Context: an optimization exercise on an open-source flow, tuned for small area. The choices shown serve that exercise and are no tape-out recipe.
In this exercise RTL edits were held to simulation tests only and were not proved equivalent to the original.
Power is estimated from default activity; no workload was simulated.

$ cat flow/config.mk
export PLATFORM = sky130hd
export DESIGN_NAME = user_project_addr_space_regfile
export DESIGN_NICKNAME = user_project_addr_space_regfile
export VERILOG_FILES = /design/flow/design.v
export SDC_FILE = /design/flow/constraint.sdc
export NUM_CORES = 4
export LEC_CHECK = 0
export CAP_MARGIN = 20
export CORE_MARGIN = 2
export CORE_UTILIZATION = 60
export SLEW_MARGIN = 20
export SYNTH_HIERARCHICAL = 1
export SYNTH_MINIMUM_KEEP_SIZE = 0
$ cat flow/constraint.sdc
create_clock -name core_clock -period 10.0 [get_ports {wb_clk_i}]
set_input_delay 2.0000 -clock core_clock [delete_from_list [all_inputs] [get_ports {wb_clk_i}]]
set_output_delay 2.0000 -clock core_clock [all_outputs]
set_load 0.01 [all_outputs]
$ cat flow/design.v
module rf_inv   (input logic a, output logic y);                 assign y = ~a;                endmodule
module rf_nand2 (input logic a, b, output logic y);              assign y = ~(a & b);          endmodule
module rf_nand3 (input logic a, b, c, output logic y);           assign y = ~(a & b & c);      endmodule
module rf_nor2  (input logic a, b, output logic y);              assign y = ~(a | b);          endmodule
module rf_and2  (input logic a, b, output logic y);              assign y = a & b;             endmodule
module rf_and3  (input logic a, b, c, output logic y);           assign y = a & b & c;         endmodule
module rf_and4  (input logic a, b, c, d, output logic y);        assign y = a & b & c & d;     endmodule
module rf_or2   (input logic a, b, output logic y);              assign y = a | b;             endmodule
module rf_xor2  (input logic a, b, output logic y);              assign y = a ^ b;             endmodule
module rf_ao22 (input logic a1, a2, b1, b2, output logic y);
    assign y = (a1 & a2) | (b1 & b2);
endmodule
module rf_aoi222 (input logic a1, a2, b1, b2, c1, c2, output logic y);
    assign y = ~((a1 & a2) | (b1 & b2) | (c1 & c2));
endmodule
module rf_or_ao22 (input logic t0, t1, t2, a1, a2, b1, b2, output logic y);
    assign y = ~(t0 & t1 & t2 & ~((a1 & a2) | (b1 & b2)));
endmodule
module rf_hit (input logic [25:0] a, output logic y);
    assign y = (a == 26'h0C0_0000);
endmodule
module rf_notfull (input logic [15:0] c, output logic y);
    assign y = ~&c;
endmodule
module user_project_addr_space_regfile #(
    parameter int unsigned DEPTH        = 16,
    parameter logic [31:0] BASE_ADDR    = 32'h3000_0000,
    parameter int unsigned WAIT_CYCLES  = 0,
    parameter logic [31:0] READ_DEFAULT = 32'h0000_0777
) (
    input  logic        wb_clk_i,
    input  logic        wb_rst_i,
    input  logic        wbs_stb_i,
    input  logic        wbs_cyc_i,
    input  logic        wbs_we_i,
    input  logic [3:0]  wbs_sel_i,
    input  logic [31:0] wbs_dat_i,
    input  logic [31:0] wbs_adr_i,
    output logic        wbs_ack_o,
    output logic [31:0] wbs_dat_o,
    output logic [15:0] access_cnt_o,
    output logic [31:0] last_addr_o
);
    logic             init_q;
    logic [31:0]      mem   [16];
    logic [31:0]      mem_n [16];
    logic cs_n, acc, acc_n, we_n, hit, wr, rdh, hold_dat, miss_n, init_n;
    logic a2n, a3n, a4n, a5n;
    logic [3:0]  lo, lo_n, hiw, hir_n, sel_n;
    logic [15:0] wsel_n, rsel;
    rf_nand2 u_cs   (.a(wbs_cyc_i), .b(wbs_stb_i), .y(cs_n));
    rf_nor2  u_acc  (.a(cs_n), .b(wbs_ack_o), .y(acc));              
    rf_inv   u_accn (.a(acc), .y(acc_n));
    rf_inv   u_wen  (.a(wbs_we_i), .y(we_n));
    rf_hit   u_hit  (.a(wbs_adr_i[31:6]), .y(hit));
    rf_and3  u_wr   (.a(acc), .b(wbs_we_i), .c(hit), .y(wr));          
    rf_and4  u_rdh  (.a(acc), .b(we_n), .c(hit), .d(init_q), .y(rdh));  
    rf_nand2 u_hold (.a(acc), .b(we_n), .y(hold_dat));                 
    rf_or2   u_miss (.a(hit), .b(hold_dat), .y(miss_n));               
    rf_inv   u_initn(.a(init_q), .y(init_n));
    rf_inv   u_a2n (.a(wbs_adr_i[2]), .y(a2n));
    rf_inv   u_a3n (.a(wbs_adr_i[3]), .y(a3n));
    rf_inv   u_a4n (.a(wbs_adr_i[4]), .y(a4n));
    rf_inv   u_a5n (.a(wbs_adr_i[5]), .y(a5n));
    rf_nor2  u_lo0 (.a(wbs_adr_i[2]), .b(wbs_adr_i[3]), .y(lo[0]));
    rf_nor2  u_lo1 (.a(a2n), .b(wbs_adr_i[3]), .y(lo[1]));
    rf_nor2  u_lo2 (.a(wbs_adr_i[2]), .b(a3n), .y(lo[2]));
    rf_nor2  u_lo3 (.a(a2n), .b(a3n), .y(lo[3]));
    rf_or2   u_ln0 (.a(wbs_adr_i[2]), .b(wbs_adr_i[3]), .y(lo_n[0]));
    rf_nand2 u_ln1 (.a(wbs_adr_i[2]), .b(a3n), .y(lo_n[1]));
    rf_nand2 u_ln2 (.a(a2n), .b(wbs_adr_i[3]), .y(lo_n[2]));
    rf_nand2 u_ln3 (.a(wbs_adr_i[2]), .b(wbs_adr_i[3]), .y(lo_n[3]));
    rf_and3  u_hw0 (.a(wr), .b(a4n), .c(a5n), .y(hiw[0]));
    rf_and3  u_hw1 (.a(wr), .b(wbs_adr_i[4]), .c(a5n), .y(hiw[1]));
    rf_and3  u_hw2 (.a(wr), .b(a4n), .c(wbs_adr_i[5]), .y(hiw[2]));
    rf_and3  u_hw3 (.a(wr), .b(wbs_adr_i[4]), .c(wbs_adr_i[5]), .y(hiw[3]));
    rf_nand3 u_hr0 (.a(rdh), .b(a4n), .c(a5n), .y(hir_n[0]));
    rf_nand3 u_hr1 (.a(rdh), .b(wbs_adr_i[4]), .c(a5n), .y(hir_n[1]));
    rf_nand3 u_hr2 (.a(rdh), .b(a4n), .c(wbs_adr_i[5]), .y(hir_n[2]));
    rf_nand3 u_hr3 (.a(rdh), .b(wbs_adr_i[4]), .c(wbs_adr_i[5]), .y(hir_n[3]));
    for (genvar r = 0; r < 16; r++) begin : g_dec
        rf_nand2 u_ws (.a(lo[r % 4]), .b(hiw[r / 4]), .y(wsel_n[r]));
        rf_nor2  u_rs (.a(lo_n[r % 4]), .b(hir_n[r / 4]), .y(rsel[r]));
    end
    for (genvar l = 0; l < 4; l++) begin : g_sel
        rf_inv u_sn (.a(wbs_sel_i[l]), .y(sel_n[l]));
    end
    logic [15:0][3:0] lane_we, lane_keep;
    for (genvar r = 0; r < 16; r++) begin : g_word
        for (genvar l = 0; l < 4; l++) begin : g_lane
            rf_nor2 u_we   (.a(wsel_n[r]), .b(sel_n[l]), .y(lane_we[r][l]));
            rf_nor2 u_keep (.a(lane_we[r][l]), .b(init_n), .y(lane_keep[r][l]));
        end
        for (genvar b = 0; b < 32; b++) begin : g_bit
            rf_ao22 u_w (
                .a1(lane_we[r][b/8]), .a2(wbs_dat_i[b]), .b1(lane_keep[r][b/8]), .b2(mem[r][b]),
                .y(mem_n[r][b])
            );
        end
    end
    logic [31:0] rdata;
    for (genvar b = 0; b < 32; b++) begin : g_rd
        logic [4:0] t;
        logic       u;
        for (genvar k = 0; k < 5; k++) begin : g_t
            rf_aoi222 u_t (
                .a1(rsel[3*k]),   .a2(mem[3*k][b]),
                .b1(rsel[3*k+1]), .b2(mem[3*k+1][b]),
                .c1(rsel[3*k+2]), .c2(mem[3*k+2][b]),
                .y(t[k])
            );
        end
        if (READ_DEFAULT[b]) begin : g_one
            rf_and4 u_u (.a(t[0]), .b(t[1]), .c(t[2]), .d(miss_n), .y(u));
        end else begin : g_zero
            rf_and3 u_u (.a(t[0]), .b(t[1]), .c(t[2]), .y(u));
        end
        rf_or_ao22 u_or (
            .t0(u), .t1(t[3]), .t2(t[4]),
            .a1(rsel[15]), .a2(mem[15][b]), .b1(hold_dat), .b2(wbs_dat_o[b]),
            .y(rdata[b])
        );
    end
    logic [31:0] last_n;
    for (genvar b = 0; b < 32; b++) begin : g_last
        rf_ao22 u_l (.a1(acc), .a2(wbs_adr_i[b]), .b1(acc_n), .b2(last_addr_o[b]), .y(last_n[b]));
    end
    logic        notfull;
    logic [16:0] k;
    logic [15:0] cnt_n;
    rf_notfull u_nf (.c(access_cnt_o), .y(notfull));
    rf_and2    u_k0 (.a(acc), .b(notfull), .y(k[0]));
    for (genvar i = 0; i < 16; i++) begin : g_cnt
        rf_xor2 u_s (.a(access_cnt_o[i]), .b(k[i]), .y(cnt_n[i]));
        if (i < 15) begin : g_c
            rf_and2 u_c (.a(access_cnt_o[i]), .b(k[i]), .y(k[i+1]));
        end
    end
    assign k[16] = 1'b0;
    always_ff @(posedge wb_clk_i) begin
        for (int r = 0; r < 16; r++) mem[r] <= mem_n[r];
    end
    always_ff @(posedge wb_clk_i or posedge wb_rst_i) begin
        if (wb_rst_i) begin
            init_q       <= 1'b0;
            wbs_ack_o    <= 1'b0;
            wbs_dat_o    <= '0;
            access_cnt_o <= '0;
            last_addr_o  <= '0;
        end else begin
            init_q       <= 1'b1;
            wbs_ack_o    <= acc;
            wbs_dat_o    <= rdata;
            access_cnt_o <= cnt_n;
            last_addr_o  <= last_n;
        end
    end
endmodule
$ cat flow/flow/run.sh
#!/bin/bash
set -euo pipefail
CTS="-sink_clustering_enable -repair_clock_nets -dont_use_dummy_load -buf_list sky130_fd_sc_hd__clkbuf_8 -root_buf sky130_fd_sc_hd__clkbuf_16 -sink_clustering_size 16 -sink_clustering_max_diameter 50"
bash standard.sh \
  "BUFFER_PORTS_ARGS=-buffer_cell sky130_fd_sc_hd__buf_1" \
  "CTS_ARGS=$CTS" \
  finish > flow_make.log 2>&1
$ cat flow/standard.sh
#!/bin/bash
# synth_recipe.tcl (not shown) runs the flow's synth.tcl, then flattens the netlist and writes it again
# the make line also repeats each setting of config.mk as NAME=value (left out here)
make -C /OpenROAD-flow-scripts/flow DESIGN_CONFIG=/design/flow/config.mk WORK_HOME=/design/flow/orfs CLKGATE_MAP_FILE= SYNTH_SCRIPT=/design/flow/synth_recipe.tcl "${@:-finish}"
==> impl_metrics.py, run 1 <==
metrics = {
    "die": {
        "ios": 154,
        "die_w_um": 189,
        "die_h_um": 189,
        "rows": 67,
        "core_mm2": 0.0335,
        "dieArea_mm2": 0.0355,
        "start_util": 0.609,
    },
    "clocking": {
        "clkSinkCount": 594,
        "post_cts_buffers": 0,
        "cts.path.max_buffers": 3,
        "numCtsBuffers": 47,
        "cts_resized": 0,
        "cts_tree": "built",
        "cts_root_buf": "clkbuf_16",
        "clkLatencyLatePin_ns": 0.55,
        "htreeDepth": 2,
        "clkSlewWorstSetupHoldPaths_ns": 0.09,
        "cts_hold_buf": 0,
    },
    "logic_synthesis": {
        "synth_area_per_cell_um2": 12.5,
        "yosysTopAreaCellShare": 0.502,
        "synth_area_mm2": 0.0204,
        "netlist_instances": 1636,
        "syn_nets": 1709,
        "synth_edf_count": 0,
        "synth_top_area_cell": "dfxtp_1",
        "async_reset_ff_frac": 0.138,
        "yosys_warnings": 10,
        "synth-seq-cells": 594,
        "synth_common_cells": "544 x a22o_1, 512 x dfxtp_1, 160 x a222oi_1, 151 x nor2_1, 82 x dfrtp_1",
        "yosys_most_used_dff": "dfxtp_1",
        "yosysSeqAreaShare": 0.602,
        "yosysMostFrequentCell": "a22o_1",
        "netlist_top_cells_area": "dfxtp_1 50%, a22o_1 23%, dfrtp_1 10%",
        "synthDistinctLibCells": 19,
    },
    "sta": {
        "hold_viol": 0,
        "setup_violations": 0,
        "min_period_ns": 4.78,
        "rsz0062_at_grt": "false",
        "max_freq_ghz": 0.209,
        "max-slew-margin-rel": 0.239,
        "slew_violations": 0,
        "finalCritPeriodShare": 0.478,
        "finalSetupTns_ns": 0,
        "skew_ns": 0.0470,
        "worst_slew_pin_slew_ns": 1.14,
        "fin_worst_hold_slack_ns": 0.474,
    },
    "critical_path": {
        "critPathKind": "in -> reg",
        "crit_chain": "buf_1 -> nand2_1 -> nor2_2 -> buf_4 -> and2_1 -> and2_1 -> and2_1 -> and2_1 -> and2_1 -> and2_1 -> and2_1 -> and2_1 -> and2_1 -> and2_1 -> and2_1 -> and2_1 -> and2_1 -> and2_1 -> and2_1 -> and2_1 -> xor2_1",
        "critical_path.max_fanout": 38,
        "cp.arrival_ns": 5.24,
        "cp_slowest_cell": "buf_4",
        "endpoint_kind": "flop",
        "required_ns": 10.46,
        "path_common_cell": "and2_1",
        "r2r_setup_slack_ns": 6.16,
        "critPathLaunchType": "input pin",
        "critPathMaxStageDelay_ns": 0.35,
    },
    "place": {
        "dp_cells": 2257,
        "placed_area_mm2": 0.0218,
        "gp_congestion": 0.835,
        "hpwl_mm": 38.3,
        "portBuffers": 153,
    },
    "worst_hold_path": {
        "hold_class": "reg -> reg",
    },
    "routing": {
        "num_vias": 16600,
        "wl_per_cell_um": 26.5,
        "ant_nets": 0,
        "routed_wl_mm": 61.1,
        "first_iter_violations": 2300,
        "drc": 0,
        "drt_pass1_iterations": 7,
        "via_per_inst": 7.19,
    },
    "run_status": {
        "status": "no timing/DRC/antenna violations",
    },
    "grt": {
        "grt_max_degree": 65,
        "grt_pass1_wl_mm": 93.7,
        "overflow": 0,
        "grt_pass1_vias": 16100,
        "grt.total_usage": 0.335,
        "antenna_found_initial": 0,
    },
    "finish": {
        "layoutNonFillerInstCount": 2304,
        "diodes": 0,
        "nets": 1931,
        "area_delta_synth_final_pct": 9.95,
        "finalInstanceArea_mm2": 0.0225,
        "drive_above_1_share": 0.0469,
    },
    "power": {
        "power.total_uw": 3830,
        "ir_drop_mv": 0.157,
        "p_leak_uw": 0.00853,
        "p_per_area_mw_per_mm2": 171,
    },
    "run": {
        "cap_violations": 0,
    },
}
==> per-module statistics from Yosys (local to each module, per instance), a selection <==
module | flip-flops and latches | cells | copies in the design | area (µm²)
rf_and2 | 0 | 1 | 16 | 6.26
rf_xor2 | 0 | 1 | 16 | 8.76
user_project_addr_space_regfile | 594 | 596 | 1 | 12300
rf_nor2 | 0 | 1 | 149 | 3.75
rf_ao22 | 0 | 1 | 544 | 8.76
rf_hit | 0 | 10 | 1 | 62.6
rf_or_ao22 | 0 | 2 | 32 | 13.8
rf_aoi222 | 0 | 1 | 160 | 10.0
rf_nand2 | 0 | 1 | 21 | 3.75
rf_notfull | 0 | 5 | 1 | 32.5
rf_and4 | 0 | 1 | 10 | 8.76
rf_and3 | 0 | 1 | 28 | 6.26
==> registers in the layout, indices dropped and copies added, names as in the netlist <==
register      cells
wbs_ack_o         1
init_q            1
last_addr_o      32
wbs_dat_o        32
mem             512
access_cnt_o     16
==> power breakdown <==
part           leakage, µW  internal (µW)  switching, µW
combinational      0.00298           52.9            155
clock             0.000364            469            723
sequential         0.00518           2400           28.6
==> worst paths after layout <==
check / from / to / depth (start not counted)
worst min-delay path: mem[15][4] / mem[15][4] / 1
worst max register to register: access_cnt_o[13] / access_cnt_o[15] / 19
min in group asynchronous: wb_rst_i / access_cnt_o[12] / 2
worst max-delay path: wbs_cyc_i / access_cnt_o[15] / 21
max in group asynchronous: wb_rst_i / wbs_dat_o[24] / 3
worst min register to register: mem[15][4] / mem[15][4] / 1
==> placed cells by master, fill, tap and decap left out, types with 20 or more instances in the layout <==
master and instances:
buf_4 20, nand2_1 21, dfxtp_1 512, clkbuf_8 42, buf_1 153, and3_1 28, a22o_1 544, a22oi_1 32
nand4_1 38, a222oi_1 160, nor2_1 134, dfrtp_1 82
==> critical path, delay by kind of cell <==
kind	cells	cell delay (ns)
xor+xnor	1	0.15
buf+inv	2	0.41
simple gates	18	2.68
==> routing by layer <==
layer	part of all wire	vias up	routed length, µm	GRT usage
li1	-	7349	-	-
met1	0.42	8217	25400	0.466
met2	0.46	873	27900	0.527
met3	0.090	134	5510	0.0516
met4	0.036	0	2220	0.135
met5	0	-	0	0
==> area by class of cell <==
class,instances,area (µm²)
Sequential cell,594,12300
Fill cell,2650,11100
Multi-Input combinational cell,1030,8120
Timing Repair Buffer,173,724
Clock buffer,47,703
Tap cell,448,561
Inverter,12,46.3
==> logic make-up (layout without fill, tap and decap cells) <==
logic type,count (synthesis),count (layout),synth area share
XOR/XNOR,16,16,0.00686
AND/OR/NAND/NOR,277,277,0.0651
AO/OA/AOI/OAI,736,736,0.323
flip-flops,594,594,0.602
buffers and inverters,12,232,0.00221
other,1,1,0.000184
==> stage by stage <==
stage	util	setup slack [ns]
6_report	0.670	5.22
5_1_grt	0.670	4.97
4_1_cts	0.670	5.22
3_5_place_dp	0.649	4.68
3_3_place_gp	0.649	4.80
2_1_floorplan	-	4.16
==> run 2, diff against run 1 <==
--- a/flow/config.mk
+++ b/flow/config.mk
@@ -9,3 +9,3 @@
 export CORE_MARGIN = 2
-export CORE_UTILIZATION = 60
+export CORE_UTILIZATION = 75
 export SLEW_MARGIN = 20
==> impl_metrics.py, run 2 <==
metrics = {
    "sta": {
        "finalCritPeriodShare": 0.480,
        "hold_viol": 0,
        "max-slew-margin-rel": 0.293,
        "min_period_ns": 4.80,
        "rsz0062_at_grt": "false",
        "skew_ns": 0.0379,
        "slew_violations": 0,
        "setup_violations": 0,
        "worst_slew_pin_slew_ns": 1.06,
        "finalSetupTns_ns": 0,
        "max_freq_ghz": 0.208,
    },
    "finish": {
        "largest-register": "mem",
        "layout_common_cells": "544 x a22o_1, 512 x dfxtp_1, 160 x a222oi_1",
        "nets": 1928,
        "largest_register_ffs": 512,
        "drive_above_1_share": 0.0453,
        "top_regs": "mem: 512 flops, last_addr_o: 32 flops, wbs_dat_o: 32 flops",
        "fillers": 1588,
        "final_common_cell": "a22o_1",
        "layoutNonFillerInstCount": 2194,
        "final_util": 0.830,
        "area_delta_synth_final_pct": 9.15,
        "diodes": 0,
    },
    "clocking": {
        "htreeDepth": 2,
        "clkSinkCount": 594,
        "cts_resized": 0,
        "cts_tree": "built",
        "numCtsBuffers": 45,
        "post_cts_buffers": 0,
        "cts.path.max_buffers": 3,
        "cts_root_buf": "clkbuf_16",
        "clkSlewWorstSetupHoldPaths_ns": 0.09,
        "clkLatencyLatePin_ns": 0.53,
        "cts_hold_buf": 0,
    },
    "logic_synthesis": {
        "synthDistinctLibCells": 19,
        "synth_area_mm2": 0.0204,
        "yosysMostFrequentCell": "a22o_1",
        "yosysSeqAreaShare": 0.602,
        "synth_common_cells": "544 x a22o_1, 512 x dfxtp_1, 160 x a222oi_1, 151 x nor2_1, 82 x dfrtp_1",
        "synth_top_area_cell": "dfxtp_1",
        "netlist_top_cells_area": "dfxtp_1 50%, a22o_1 23%, dfrtp_1 10%",
        "yosys_warnings": 10,
        "synth_edf_count": 0,
        "async_reset_ff_frac": 0.138,
        "yosys_most_used_dff": "dfxtp_1",
        "netlist_instances": 1636,
        "yosysTopAreaCellShare": 0.502,
        "syn_nets": 1709,
        "synth-seq-cells": 594,
        "synth_area_per_cell_um2": 12.5,
    },
    "power": {
        "switching_share": 0.236,
        "p_per_area_mw_per_mm2": 171,
        "internal_power_uw": 2910,
        "sequentialPowerShare": 0.639,
        "ir_drop_mv": 0.123,
        "switchingPower_uw": 899,
        "clock_power_share": 0.306,
        "power_frac_comb": 0.055,
        "p_leak_uw": 0.00851,
    },
    "place": {
        "dp_cells": 2149,
        "hpwl_mm": 38.5,
        "portBuffers": 153,
        "gp_congestion": 0.897,
    },
    "run_status": {
        "status": "no timing/DRC/antenna violations",
    },
    "grt": {
        "grt_max_degree": 65,
        "grt_pass1_vias": 16800,
        "overflow": 0,
        "antenna_found_initial": 1,
        "grt_pass1_wl_mm": 93.9,
        "grt.total_usage": 0.415,
    },
    "routing": {
        "num_vias": 17400,
        "ant_nets": 0,
        "drt_pass1_iterations": 10,
        "drc": 0,
        "via_per_inst": 7.95,
        "routed_wl_mm": 60.8,
        "wl_per_cell_um": 27.7,
        "first_iter_violations": 3036,
    },
    "worst_hold_path": {
        "hold_class": "reg -> reg",
    },
    "die": {
        "ios": 154,
        "dieArea_mm2": 0.0286,
        "core_mm2": 0.0269,
        "die_w_um": 169,
        "rows": 60,
        "start_util": 0.760,
        "die_h_um": 169,
    },
    "critical_path": {
        "critical_path.max_fanout": 38,
        "endpoint_kind": "flop",
        "r2r_setup_slack_ns": 6.11,
        "cp.arrival_ns": 5.23,
        "required_ns": 10.44,
        "critPathKind": "in -> reg",
        "critPathLaunchType": "input pin",
    },
    "run": {
        "cap_violations": 0,
    },
}
## run 2: power groups by stage
stage | Sequential (µW) | Combinational [µW] | Clock (µW)
finish | 2430 | 210 | 1160
global placement | 2490 | 198 | 0
detailed placement | 2490 | 204 | 0
CTS | 2430 | 205 | 1170
floorplan | 2500 | 76.6 | 0
global route | 2440 | 223 | 1240
## run 2: critical path, cell delays in order
cell and delay (ns):
buf_1 0.06, nand2_1 0.06, nor2_2 0.07, buf_4 0.35, and2_1 0.22, and2_1 0.17, and2_1 0.15, and2_1 0.15
and2_1 0.15, and2_1 0.15, and2_1 0.16, and2_1 0.16, and2_1 0.16, and2_1 0.15, and2_1 0.15, and2_1 0.16
and2_1 0.16, and2_1 0.16, and2_1 0.16, and2_1 0.14, xor2_1 0.15
## run 2: cells by family (layout without fill, tap and decap cells)
group,count (synthesis),in the layout,share of synthesized area
AOI/OAI and AO/OA,736,736,0.323
DFF,594,594,0.602
and+or+nand+nor,277,277,0.0651
xor gates and xnor gates,16,16,0.00686
buffers and inverters,12,229,0.00221
other,1,1,0.000184
## run 2: routing by layer
layer,up-vias,routed length [µm],GRT usage
met3,248,7410,0.0809
met4,0,2870,0.187
li1,7326,-,-
met5,-,0,0
met1,8467,22900,0.567
met2,1391,27600,0.647
## run 2: final cells by class
type	count	area, µm²	area share
repair buffers	172	717	0.0322
well taps	341	427	0.0191
clock buffers	45	676	0.0303
flip-flops and latches	594	12300	0.552
inverters	12	46.3	0.00208
multi-input cells	1030	8130	0.365
## run 2: final timing paths
kind	from	end	cells after the start
max	wbs_cyc_i	access_cnt_o[15]	21
min	mem[0][18]	mem[0][18]	1
max reg2reg	access_cnt_o[2]	access_cnt_o[15]	19
min reg2reg	mem[0][18]	mem[0][18]	1
max in group asynchronous	wb_rst_i	wbs_dat_o[24]	3
min in group asynchronous	wb_rst_i	wbs_dat_o[6]	2
## run 2: modules after synthesis (local to each module, per instance), excerpt
module	cell area (µm²)	times used	cells inside
rf_nand3	5.00	4	1
rf_nor2	3.75	149	1
rf_xor2	8.76	16	1
rf_and4	8.76	10	1
rf_aoi222	10.0	160	1
rf_or_ao22	13.8	32	2
rf_nand2	3.75	21	1
rf_and3	6.26	28	1
rf_inv	3.75	11	1
rf_and2	6.26	16	1
rf_or2	6.26	2	1
user_project_addr_space_regfile	12300	1	596
## run 2: through the flow
step | cell area, µm² | worst slack, ns | hold slack, ns | power, µW
global route | 22300 | 4.84 | 0.485 | 3910
finish | 22300 | 5.20 | 0.479 | 3810
detailed placement | 21600 | 4.69 | 0.452 | 2690
global placement | 21600 | 4.84 | 0.451 | 2680
CTS | 22300 | 5.20 | 0.476 | 3810
floorplan | 20400 | 4.16 | 0.438 | 2580
==> run 3, diff against run 2 <==
==> flow/flow/run.sh (replaced) <==
#!/bin/bash
set -euo pipefail
CTS="-sink_clustering_enable -repair_clock_nets -dont_use_dummy_load -root_buf sky130_fd_sc_hd__clkbuf_8 -buf_list sky130_fd_sc_hd__clkbuf_8 -sink_clustering_size 16 -sink_clustering_max_diameter 60"
bash standard.sh \
  "BUFFER_PORTS_ARGS=-buffer_cell sky130_fd_sc_hd__buf_1" \
  "CTS_ARGS=$CTS" \
  finish > flow_make.log 2>&1
--- a/flow/config.mk
+++ b/flow/config.mk
@@ -9,3 +9,3 @@
 export CORE_MARGIN = 2
-export CORE_UTILIZATION = 75
+export CORE_UTILIZATION = 85
 export SLEW_MARGIN = 20
==> impl_metrics.py, run 3 <==
metrics = {
    "run_status": {
        "status": "aborted with a tool error",
        "lastStage": "global placement",
        "error": "[ERROR GPL-0301] Utilization 100.606 % exceeds 100%.",
    },
    "logic_synthesis": {
        "yosys_most_used_dff": "dfxtp_1",
        "async_reset_ff_frac": 0.138,
        "yosysMostFrequentCell": "a22o_1",
        "synth_top_area_cell": "dfxtp_1",
        "yosysTopAreaCellShare": 0.502,
        "syn_nets": 1709,
        "synth_area_mm2": 0.0204,
        "synth_area_per_cell_um2": 12.5,
        "synth_common_cells": "544 x a22o_1, 512 x dfxtp_1, 160 x a222oi_1, 151 x nor2_1, 82 x dfrtp_1",
        "yosys_warnings": 10,
        "synthDistinctLibCells": 19,
        "synth-seq-cells": 594,
        "yosysSeqAreaShare": 0.602,
        "netlist_instances": 1636,
        "synth_edf_count": 0,
        "netlist_top_cells_area": "dfxtp_1 50%, a22o_1 23%, dfrtp_1 10%",
    },
    "die": {
        "die_h_um": 159,
        "die_w_um": 159,
        "rows": 56,
        "start_util": 0.868,
        "ios": 154,
    },
    "place": {
        "portBuffers": 153,
    },
}
## run 3: cell counts after synthesis
Identical to the previous run, type by type.
## run 3: logic make-up after synthesis
logic type | share of synthesized area
buffers and inverters | 0.00221
AND/OR/NAND/NOR | 0.0651
XOR/XNOR | 0.00686
flip-flops | 0.602
AO/OA/AOI/OAI | 0.323
other | 0.000184
## run 3: Yosys stat by module, one instance, submodules excluded, excerpt
module                           area, µm²  cells  copies in the design  flip-flops and latches
rf_hit                                62.6     10                     1                       0
user_project_addr_space_regfile      12300    596                     1                     594
rf_xor2                               8.76      1                    16                       0
rf_notfull                            32.5      5                     1                       0
rf_or_ao22                            13.8      2                    32                       0
rf_nand2                              3.75      1                    21                       0
rf_or2                                6.26      1                     2                       0
rf_and4                               8.76      1                    10                       0
==> run 4, diff against run 3 <==
--- a/flow/config.mk
+++ b/flow/config.mk
@@ -9,3 +9,4 @@
 export CORE_MARGIN = 2
-export CORE_UTILIZATION = 85
+export CORE_UTILIZATION = 75
+export GPL_TIMING_DRIVEN = 0
 export SLEW_MARGIN = 20
==> impl_metrics.py, run 4 <==
metrics = {
    "logic_synthesis": {
        "synthDistinctLibCells": 19,
        "yosys_most_used_dff": "dfxtp_1",
        "netlist_instances": 1636,
        "yosysSeqAreaShare": 0.602,
        "syn_nets": 1709,
        "synth_compound_area_frac": 0.323,
        "yosysMostFrequentCell": "a22o_1",
        "synth_edf_count": 0,
        "synthAdderAreaFrac": 0,
        "netlist_top_cells_area": "dfxtp_1 50%, a22o_1 23%, dfrtp_1 10%",
        "yosysTopAreaCellShare": 0.502,
        "async_reset_ff_frac": 0.138,
        "synth_area_mm2": 0.0204,
        "synth-seq-cells": 594,
        "synth_top_family_by_area": "compound AO/OA/AOI/OAI gates",
        "synthMuxAreaShare": 0,
        "synth_top_area_cell": "dfxtp_1",
        "yosys_warnings": 10,
        "synth-xor-area-share": 0.00686,
        "synth-simple-area-share": 0.0651,
        "synth_common_cells": "544 x a22o_1, 512 x dfxtp_1, 160 x a222oi_1, 151 x nor2_1, 82 x dfrtp_1",
        "synth_area_per_cell_um2": 12.5,
    },
    "routing": {
        "ant_nets": 0,
        "drc": 0,
        "wl_per_cell_um": 28.6,
        "drt_pass1_iterations": 8,
        "routed_wl_mm": 62.6,
        "num_vias": 17400,
        "via_per_inst": 7.93,
        "first_iter_violations": 3042,
    },
    "critical_path": {
        "critPathMaxStageDelay_ns": 0.67,
        "reg2reg_depth": 18,
        "critPathLaunchType": "input pin",
        "path_common_cell": "and2_1",
        "cp_slowest_cell": "nor2_4",
        "timing.rr.start": "wbs_ack_o",
        "endpoint_kind": "flop",
        "worstReg2RegEnd": "access_cnt_o[15]",
        "crit_chain": "buf_1 -> nand2_1 -> nor2_4 -> and2_1 -> and2_1 -> and2_1 -> and2_1 -> and2_1 -> and2_1 -> and2_1 -> and2_1 -> and2_1 -> and2_1 -> and2_1 -> and2_1 -> and2_1 -> and2_1 -> and2_1 -> and2_1 -> xor2_1",
        "cp.arrival_ns": 5.62,
        "required_ns": 10.51,
        "r2r_setup_slack_ns": 6.02,
        "critical_path.max_fanout": 38,
        "critPathKind": "in -> reg",
    },
    "sta": {
        "setup_violations": 0,
        "fin_worst_hold_slack_ns": 0.472,
        "slew_violations": 0,
        "finalSetupTns_ns": 0,
        "skew_ns": 0.0389,
        "hold_viol": 0,
        "fin_ws_ns": 4.89,
        "max_freq_ghz": 0.196,
        "finalCritPeriodShare": 0.511,
        "max-slew-margin-rel": 0.296,
        "worst_slew_pin_slew_ns": 1.06,
        "rsz0062_at_grt": "false",
        "min_period_ns": 5.11,
    },
    "finish": {
        "diodes": 0,
        "layout_common_cells": "544 x a22o_1, 512 x dfxtp_1, 160 x a222oi_1",
        "final_common_cell": "a22o_1",
        "top_regs": "mem: 512 flops, last_addr_o: 32 flops, wbs_dat_o: 32 flops",
        "nets": 1925,
        "area_delta_synth_final_pct": 10.8,
        "drive_above_1_share": 0.0443,
        "largest_register_ffs": 512,
        "largest-register": "mem",
    },
    "worst_hold_path": {
        "hold_class": "reg -> reg",
        "hold_start": "mem[13][13]",
        "hold_depth": 1,
        "hold_end": "mem[13][13]",
    },
    "run": {
        "cap_violations": 0,
    },
    "die": {
        "die_w_um": 169,
        "core_mm2": 0.0269,
        "ios": 154,
        "rows": 60,
        "die_h_um": 169,
        "start_util": 0.760,
        "dieArea_mm2": 0.0286,
    },
    "grt": {
        "grt_pass1_vias": 16900,
        "grt_pass1_wl_mm": 95.9,
        "antenna_found_initial": 0,
        "grt_max_degree": 65,
        "overflow": 0,
        "grt.total_usage": 0.426,
    },
    "clocking": {
        "cts.path.max_buffers": 3,
        "clkLatencyLatePin_ns": 0.59,
        "htreeDepth": 2,
        "clkSlewWorstSetupHoldPaths_ns": 0.10,
        "cts_tree": "built",
        "clkSinkCount": 594,
        "cts_resized": 0,
        "numCtsBuffers": 43,
        "cts_root_buf": "clkbuf_8",
        "post_cts_buffers": 0,
        "cts_hold_buf": 0,
    },
    "run_status": {
        "status": "no timing/DRC/antenna violations",
    },
    "place": {
        "dp_worst_setup_slack_ns": 4.37,
        "hpwl_mm": 39.4,
        "gp_congestion": 0.849,
        "portBuffers": 153,
    },
    "power": {
        "p_leak_uw": 0.00857,
        "p_per_area_mw_per_mm2": 166,
        "ir_drop_mv": 0.169,
    },
}
run 4: modules after synthesis, one instance, submodules excluded, a selection:
module	cells	flops+latches	copies in the design	area (µm²)
rf_inv	1	0	11	3.75
user_project_addr_space_regfile	596	594	1	12300
rf_xor2	1	0	16	8.76
rf_nand3	1	0	4	5.00
rf_aoi222	1	0	160	10.0
rf_and3	1	0	28	6.26
rf_hit	10	0	1	62.6
rf_ao22	1	0	544	8.76
rf_or_ao22	2	0	32	13.8
rf_nor2	1	0	149	3.75
run 4: where the power goes:
group	switching, µW	leakage (µW)	internal, µW
Sequential	27.1	0.00518	2400
Combinational	162	0.00308	54.2
Clock	711	0.000309	387
Total	900	0.00857	2850
run 4: kinds of logic (layout without fill, tap and decap cells):
family | Yosys count | count (layout)
flops | 594 | 594
simple gates | 277 | 277
compound gates | 736 | 736
other cells | 1 | 1
xor+xnor | 16 | 16
buf+inv | 12 | 226
run 4: cell type report:
class,instances,area [µm²]
clock buffers,43,592
fillers,1493,4250
inverters,12,50.0
multi-input cells,1030,8210
flip-flops and latches,594,12300
well taps,341,427
repair buffers,171,1040
run 4: how the worst max path moves through the flow:
stage | startpoint | to | slack (ns) | cells past startpoint
3_3_place_gp | wbs_cyc_i | wbs_dat_o[28] | 2.55 | 8
4_1_cts | wbs_cyc_i | access_cnt_o[15] | 4.89 | 20
3_5_place_dp | wbs_cyc_i | access_cnt_o[15] | 4.37 | 20
5_1_grt | wbs_cyc_i | access_cnt_o[15] | 4.60 | 20
6_report | wbs_cyc_i | access_cnt_o[15] | 4.89 | 20
2_1_floorplan | wbs_cyc_i | access_cnt_o[15] | 4.16 | 19
run 4: per-stage QoR:
stage,instance area [µm²],utilization,std cells,power [µW]
floorplan,20400,-,1636,2580
global placement,21400,0.797,2130,2680
detailed placement,22000,0.820,2148,2690
CTS,22600,0.842,2191,3730
global route,22600,0.842,2191,3840
finish,22600,0.842,2191,3750
run 4: metal layers:
layer / track usage / up-vias / part of all wire
met5: 0 / - / 0
met4: 0.226 / 0 / 0.059
met3: 0.0828 / 284 / 0.12
met2: 0.659 / 1357 / 0.45
met1: 0.574 / 8393 / 0.37
li1: - / 7334 / -
run 4: critical path: cells and delay by family:
kind,cells,cell delay [ns]
XOR/XNOR,1,0.14
buffers and inverters,1,0.06
AND/OR/NAND/NOR,18,3.40
==> run 5, diff against run 4 <==
--- a/flow/config.mk
+++ b/flow/config.mk
@@ -10,3 +10,2 @@
 export CORE_UTILIZATION = 75
-export GPL_TIMING_DRIVEN = 0
 export SLEW_MARGIN = 20
==> impl_metrics.py, run 5 <==
metrics = {
    "clocking": {
        "cts_resized": 0,
        "cts_tree": "built",
        "cts_root_buf": "clkbuf_8",
        "clkSinkCount": 594,
        "cts_hold_buf": 0,
        "htreeDepth": 2,
        "numCtsBuffers": 43,
        "clkLatencyLatePin_ns": 0.61,
        "clkSlewWorstSetupHoldPaths_ns": 0.09,
        "cts.path.max_buffers": 3,
        "post_cts_buffers": 0,
    },
    "grt": {
        "grt_max_degree": 65,
        "antenna_found_initial": 1,
        "overflow": 0,
        "grt.busiest_layer": "met2",
        "grt.total_usage": 0.413,
        "grt_pass1_vias": 16800,
        "grt_pass1_wl_mm": 93.7,
        "grtUsageMet3": 0.0823,
        "gr-usage-met1": 0.565,
        "grt_util_met2": 0.646,
    },
    "die": {
        "die_h_um": 169,
        "core_mm2": 0.0269,
        "die_w_um": 169,
        "dieArea_mm2": 0.0286,
        "rows": 60,
        "start_util": 0.760,
        "ios": 154,
    },
    "sta": {
        "max-slew-margin-rel": 0.281,
        "worst_slew_pin_slew_ns": 1.08,
        "hold_viol": 0,
        "setup_violations": 0,
        "finalSetupTns_ns": 0,
        "max_freq_ghz": 0.210,
        "finalCritPeriodShare": 0.475,
        "min_period_ns": 4.75,
        "slew_violations": 0,
        "skew_ns": 0.0533,
        "fin_worst_hold_slack_ns": 0.464,
        "rsz0062_at_grt": "false",
    },
    "finish": {
        "final_util": 0.826,
        "area_delta_synth_final_pct": 8.75,
        "drive_above_1_share": 0.0443,
        "finalInstanceArea_mm2": 0.0222,
        "top_regs": "mem: 512 flops, last_addr_o: 32 flops, wbs_dat_o: 32 flops",
        "nets": 1926,
        "largest-register": "mem",
        "layout_common_cells": "544 x a22o_1, 512 x dfxtp_1, 160 x a222oi_1",
        "largest_register_ffs": 512,
        "final_common_cell": "a22o_1",
    },
    "logic_synthesis": {
        "synth_edf_count": 0,
        "synth_area_mm2": 0.0204,
        "synth_common_cells": "544 x a22o_1, 512 x dfxtp_1, 160 x a222oi_1, 151 x nor2_1, 82 x dfrtp_1",
        "netlist_instances": 1636,
        "netlist_top_cells_area": "dfxtp_1 50%, a22o_1 23%, dfrtp_1 10%",
        "synthDistinctLibCells": 19,
        "yosys_warnings": 10,
        "yosys_most_used_dff": "dfxtp_1",
        "async_reset_ff_frac": 0.138,
        "yosysMostFrequentCell": "a22o_1",
        "synth_area_per_cell_um2": 12.5,
        "yosysTopAreaCellShare": 0.502,
        "syn_nets": 1709,
        "yosysSeqAreaShare": 0.602,
        "synth_top_area_cell": "dfxtp_1",
        "synth-seq-cells": 594,
    },
    "place": {
        "placed_area_mm2": 0.0216,
        "hpwl_mm": 38.5,
        "portBuffers": 153,
        "gp_congestion": 0.897,
    },
    "routing": {
        "routed_wl_mm": 60.7,
        "drt_pass1_iterations": 10,
        "via_per_inst": 7.97,
        "num_vias": 17500,
        "ant_nets": 0,
        "wl_per_cell_um": 27.7,
        "drc": 0,
        "first_iter_violations": 3240,
    },
    "critical_path": {
        "critPathLaunchType": "input pin",
        "critPathKind": "in -> reg",
        "endpoint_kind": "flop",
        "cp.arrival_ns": 5.26,
        "reg2reg_depth": 19,
        "critical_path.max_fanout": 38,
        "required_ns": 10.51,
    },
    "worst_hold_path": {
        "hold_class": "reg -> reg",
        "hold_depth": 1,
    },
    "power": {
        "p_leak_uw": 0.00847,
        "p_per_area_mw_per_mm2": 169,
        "ir_drop_mv": 0.137,
    },
    "run_status": {
        "status": "no timing/DRC/antenna violations",
    },
    "run": {
        "cap_violations": 0,
    },
}
==> run 5: metrics by stage <==
stage | power, µW | std cells | setup WS (ns)
after global placement | 2680 | 2149 | 4.84
after global routing | 3830 | 2192 | 4.90
final | 3750 | 2193 | 5.25
after CTS | 3740 | 2192 | 5.26
after detailed placement | 2690 | 2149 | 4.69
after floorplan | 2580 | 1636 | 4.16
==> run 5: Yosys stat by module (local to each module, per instance), a selection <==
module,times used,area [µm²],cells,flip-flops and latches
rf_and2,16,6.26,1,0
rf_and4,10,8.76,1,0
rf_ao22,544,8.76,1,0
rf_aoi222,160,10.0,1,0
rf_hit,1,62.6,10,0
rf_inv,11,3.75,1,0
rf_nand2,21,3.75,1,0
rf_nand3,4,5.00,1,0
rf_nor2,149,3.75,1,0
rf_notfull,1,32.5,5,0
rf_or2,2,6.26,1,0
rf_or_ao22,32,13.8,2,0
rf_xor2,16,8.76,1,0
==> run 5: kinds of logic (layout without fill, tap and decap cells) <==
| logic type | Yosys count | count (layout) | share of synthesized area |
|---|---|---|---|
| compound gates | 736 | 736 | 0.323 |
| xor+xnor | 16 | 16 | 0.00686 |
| buf+inv | 12 | 227 | 0.00221 |
| flops | 594 | 594 | 0.602 |
| other cells | 1 | 2 | 0.000184 |
| simple gates | 277 | 277 | 0.0651 |
==> run 5: layer usage <==
layer	up-vias	wire [µm]
met5	-	0
met4	0	2990
met3	279	7620
met2	1443	27400
met1	8430	22700
li1	7316	-
==> run 5: power by group <==
| group | total, µW | switching, µW | internal, µW |
|---|---|---|---|
| Combinational | 210 | 157 | 52.9 |
| Sequential | 2430 | 29.0 | 2410 |
| Clock | 1100 | 714 | 387 |
| Total | 3750 | 900 | 2840 |
==> run 5: layout make-up <==
| class | count | area (µm²) |
|---|---|---|
| diodes | 1 | 2.50 |
| fillers | 1591 | 4660 |
| inverters | 12 | 46.3 |
| well taps | 341 | 427 |
| clock buffers | 43 | 592 |
| repair buffers | 172 | 717 |
| multi-input cells | 1030 | 8130 |
| flip-flops and latches | 594 | 12300 |
==> run 5: critical path, cell delays in order <==
cell     delay, ns
buf_1         0.06
nand2_1       0.06
nor2_2        0.07
buf_4         0.35
and2_1        0.21
and2_1        0.17
and2_1        0.16
and2_1        0.15
and2_1        0.15
and2_1        0.16
and2_1        0.16
and2_1        0.16
and2_1        0.16
and2_1        0.15
and2_1        0.15
and2_1        0.15
and2_1        0.17
and2_1        0.17
and2_1        0.16
and2_1        0.14
xor2_1        0.15
==> run 5: path summary, 6_finish.rpt <==
kind | from | to | slack, ns
max | wbs_cyc_i | access_cnt_o[15] | 5.25
min | mem[13][14] | mem[13][14] | 0.46
max reg2reg | access_cnt_o[2] | access_cnt_o[15] | 6.10
min reg2reg | mem[13][14] | mem[13][14] | 0.46
max in group asynchronous | wb_rst_i | wbs_dat_o[29] | 7.44
min in group asynchronous | wb_rst_i | wbs_dat_o[18] | 1.38
==> run 6, diff against run 5 <==
--- a/flow/config.mk
+++ b/flow/config.mk
@@ -9,3 +9,3 @@
 export CORE_MARGIN = 2
-export CORE_UTILIZATION = 75
+export CORE_UTILIZATION = 80
 export SLEW_MARGIN = 20
==> impl_metrics.py, run 6 <==
metrics = {
    "logic_synthesis": {
        "netlist_top_cells_area": "dfxtp_1 50%, a22o_1 23%, dfrtp_1 10%",
        "synth-seq-cells": 594,
        "synthDistinctLibCells": 19,
        "syn_nets": 1709,
        "synth_area_per_cell_um2": 12.5,
        "yosysMostFrequentCell": "a22o_1",
        "netlist_instances": 1636,
        "synth_area_mm2": 0.0204,
        "yosys_most_used_dff": "dfxtp_1",
        "synth_edf_count": 0,
        "async_reset_ff_frac": 0.138,
        "yosysTopAreaCellShare": 0.502,
        "synth_common_cells": "544 x a22o_1, 512 x dfxtp_1, 160 x a222oi_1, 151 x nor2_1, 82 x dfrtp_1",
        "yosys_warnings": 10,
        "yosysSeqAreaShare": 0.602,
        "synth_top_area_cell": "dfxtp_1",
    },
    "grt": {
        "grt.total_usage": 0.452,
        "grt_max_degree": 60,
        "overflow": 0,
        "antenna_found_initial": 1,
        "grt_pass1_wl_mm": 94.9,
        "grt_pass1_vias": 17000,
    },
    "critical_path": {
        "critPathMaxStageDelay_ns": 0.38,
        "required_ns": 10.51,
        "critPathKind": "in -> reg",
        "endpoint_kind": "flop",
        "path_buf_inv": 2,
        "critical_path.max_fanout": 38,
        "cp_top_family": "simple AND/OR/NAND/NOR gates",
        "cp.arrival_ns": 5.46,
        "crit_chain": "buf_1 -> nand2_1 -> nor2_2 -> buf_4 -> and2_1 -> and2_1 -> and2_1 -> and2_1 -> and2_1 -> and2_1 -> and2_1 -> and2_1 -> and2_1 -> and2_1 -> and2_1 -> and2_1 -> and2_1 -> and2_1 -> and2_1 -> and2_1 -> xor2_1",
        "path_common_cell": "and2_1",
        "cp_slowest_cell": "buf_4",
        "critPathLaunchType": "input pin",
    },
    "sta": {
        "finalSetupTns_ns": 0,
        "setup_violations": 0,
        "hold_viol": 0,
        "rsz0062_at_grt": "false",
        "slew_violations": 0,
        "worst_slew_pin_slew_ns": 1.05,
        "max-slew-margin-rel": 0.298,
        "max_freq_ghz": 0.202,
        "fin_worst_hold_slack_ns": 0.478,
        "min_period_ns": 4.95,
        "finalCritPeriodShare": 0.495,
        "skew_ns": 0.0312,
    },
    "finish": {
        "ff_latch_area_mm2": 0.0123,
        "final_common_cell": "a22o_1",
        "largest-register": "mem",
        "drive_above_1_share": 0.0443,
        "nets": 1926,
        "largest_register_ffs": 512,
        "fillers": 1198,
        "layout_common_cells": "544 x a22o_1, 512 x dfxtp_1, 160 x a222oi_1",
        "area_delta_synth_final_pct": 8.68,
        "multiInputGateArea_mm2": 0.00813,
        "layoutNonFillerInstCount": 2182,
        "top_regs": "mem: 512 flops, last_addr_o: 32 flops, wbs_dat_o: 32 flops",
    },
    "die": {
        "die_w_um": 164,
        "rows": 58,
        "dieArea_mm2": 0.0268,
        "die_h_um": 164,
        "start_util": 0.813,
        "ios": 154,
        "core_mm2": 0.0251,
    },
    "routing": {
        "drc": 0,
        "drt_pass1_iterations": 8,
        "first_iter_violations": 3425,
        "ant_nets": 0,
        "wl_per_cell_um": 28.5,
        "routed_wl_mm": 62.1,
        "via_per_inst": 8.05,
        "num_vias": 17600,
    },
    "clocking": {
        "cts.path.max_buffers": 3,
        "clkSlewWorstSetupHoldPaths_ns": 0.09,
        "clkSinkCount": 594,
        "numCtsBuffers": 43,
        "post_cts_buffers": 0,
        "cts_tree": "built",
        "cts_resized": 0,
        "htreeDepth": 2,
        "clkLatencyLatePin_ns": 0.60,
        "cts_root_buf": "clkbuf_8",
        "cts_hold_buf": 0,
    },
    "run_status": {
        "status": "no timing/DRC/antenna violations",
    },
    "place": {
        "hpwl_mm": 39.6,
        "dp_cells": 2138,
        "gp_congestion": 0.917,
        "portBuffers": 153,
    },
    "power": {
        "p_leak_uw": 0.00847,
        "ir_drop_mv": 0.158,
        "p_per_area_mw_per_mm2": 169,
    },
    "worst_hold_path": {
        "hold_class": "reg -> reg",
    },
    "run": {
        "cap_violations": 0,
    },
}
-- run 6: power breakdown --
group	internal, µW	switching, µW	leakage (µW)
combinational	52.8	162	0.00297
sequential	2400	31.1	0.00518
clock	387	704	0.000309
-- run 6: per-module statistics from Yosys (local to each module, per instance), a selection --
module	cells	flops+latches
rf_and4	1	0
rf_nor2	1	0
rf_xor2	1	0
rf_nand3	1	0
rf_or_ao22	2	0
user_project_addr_space_regfile	596	594
-- run 6: path summary, 6_finish.rpt --
check / slack [ns] / cells after the start / startpoint / to
max: 5.05 / 21 / wbs_cyc_i / access_cnt_o[15]
min: 0.48 / 1 / mem[5][19] / mem[5][19]
max reg2reg: 6.06 / 19 / access_cnt_o[3] / access_cnt_o[15]
min reg2reg: 0.48 / 1 / mem[5][19] / mem[5][19]
max in group asynchronous: 7.41 / 3 / wb_rst_i / wbs_dat_o[27]
min in group asynchronous: 1.42 / 2 / wb_rst_i / wbs_dat_o[9]
-- run 6: routing by layer --
| metal | wire length (µm) | vias to the layer above | track usage |
|---|---|---|---|
| li1 | - | 7328 | - |
| met1 | 23000 | 8414 | 0.593 |
| met2 | 27800 | 1521 | 0.700 |
| met3 | 7980 | 297 | 0.112 |
| met4 | 3430 | 0 | 0.238 |
| met5 | 0 | - | 0 |
-- run 6: per-stage QoR --
| stage | setup slack, ns | total power (µW) | instance area, µm² | utilization |
|---|---|---|---|---|
| 3_5_place_dp | 4.46 | 2690 | 21600 | 0.860 |
| 2_1_floorplan | 4.16 | 2580 | 20400 | - |
| 5_1_grt | 4.75 | 3840 | 22200 | 0.884 |
| 6_report | 5.05 | 3740 | 22200 | 0.884 |
| 4_1_cts | 5.07 | 3720 | 22200 | 0.884 |
| 3_3_place_gp | 4.82 | 2680 | 21600 | 0.860 |
-- run 6: kinds of logic after synthesis --
logic type / share of synthesized area
compound gates: 0.323
xor+xnor: 0.00686
buf+inv: 0.00221
flops: 0.602
other cells: 0.000184
simple gates: 0.0651
-- run 6: layout make-up --
cell class,count,area share
Sequential cell,594,0.554
Clock buffer,43,0.0267
Multi-Input combinational cell,1030,0.366
Antenna cell,1,0.000113
Inverter,12,0.00209
Tap cell,330,0.0186
Timing Repair Buffer,172,0.0323
-- run 6: worst reg2reg max path, cell delays in order (launching register included) --
cell and delay, ns:
dfrtp_1 0.43, nand4_1 0.12, or4_1 0.53, and2_1 0.18
and2_1 0.16, and2_1 0.15, and2_1 0.16, and2_1 0.16
and2_1 0.16, and2_1 0.16, and2_1 0.17, and2_1 0.17
and2_1 0.16, and2_1 0.16, and2_1 0.16, and2_1 0.17
and2_1 0.16, and2_1 0.16, and2_1 0.15, xor2_1 0.16

re-timing with driven ports:
The results above use ideal ports. As a check the final layouts listed here were re-extracted and re-timed, cells and wires unchanged. Step 1 sets driving cells, clkbuf_16 on the clock port and buf_2 on the other inputs (assumed; they add their load-dependent delay and slew). Step 2 moves the port delays by t, midway between the first and last clock arrival at a register: inputs arrive t later, outputs are due t later. That takes back most of the time a late clock gives input paths. Three values: ideal ports, drivers, drivers and shift; two values: the first two.
| run | t (ns) | setup WS [ns] | worst hold slack (ns) | worst setup path after step 2 | slew at the worst register clock pin (ns) |
|---|---|---|---|---|---|
| run 1 | 0.578 | 5.216 / 5.245 / 4.667 | 0.474 / 0.474 / 0.474 | input to register | 0.10 / 0.10 |
| run 2 | 0.565 | 5.202 / 5.230 / 4.665 | 0.479 / 0.479 / 0.479 | input to register | 0.10 / 0.10 |
| run 4 | 0.623 | 4.894 / 4.917 / 4.293 | 0.472 / 0.472 / 0.472 | input to register | 0.10 / 0.10 |
| run 5 | 0.633 | 5.245 / 5.272 / 4.639 | 0.464 / 0.464 / 0.464 | input to register | 0.10 / 0.10 |
| run 6 | 0.637 | 5.047 / 5.067 / 4.430 | 0.478 / 0.478 / 0.478 | input to register | 0.10 / 0.10 |
After both steps every run listed still meets setup and hold. The setup slack of run 6, which loses most, moves by +0.020 ns with the drivers and by -0.617 ns with both steps.
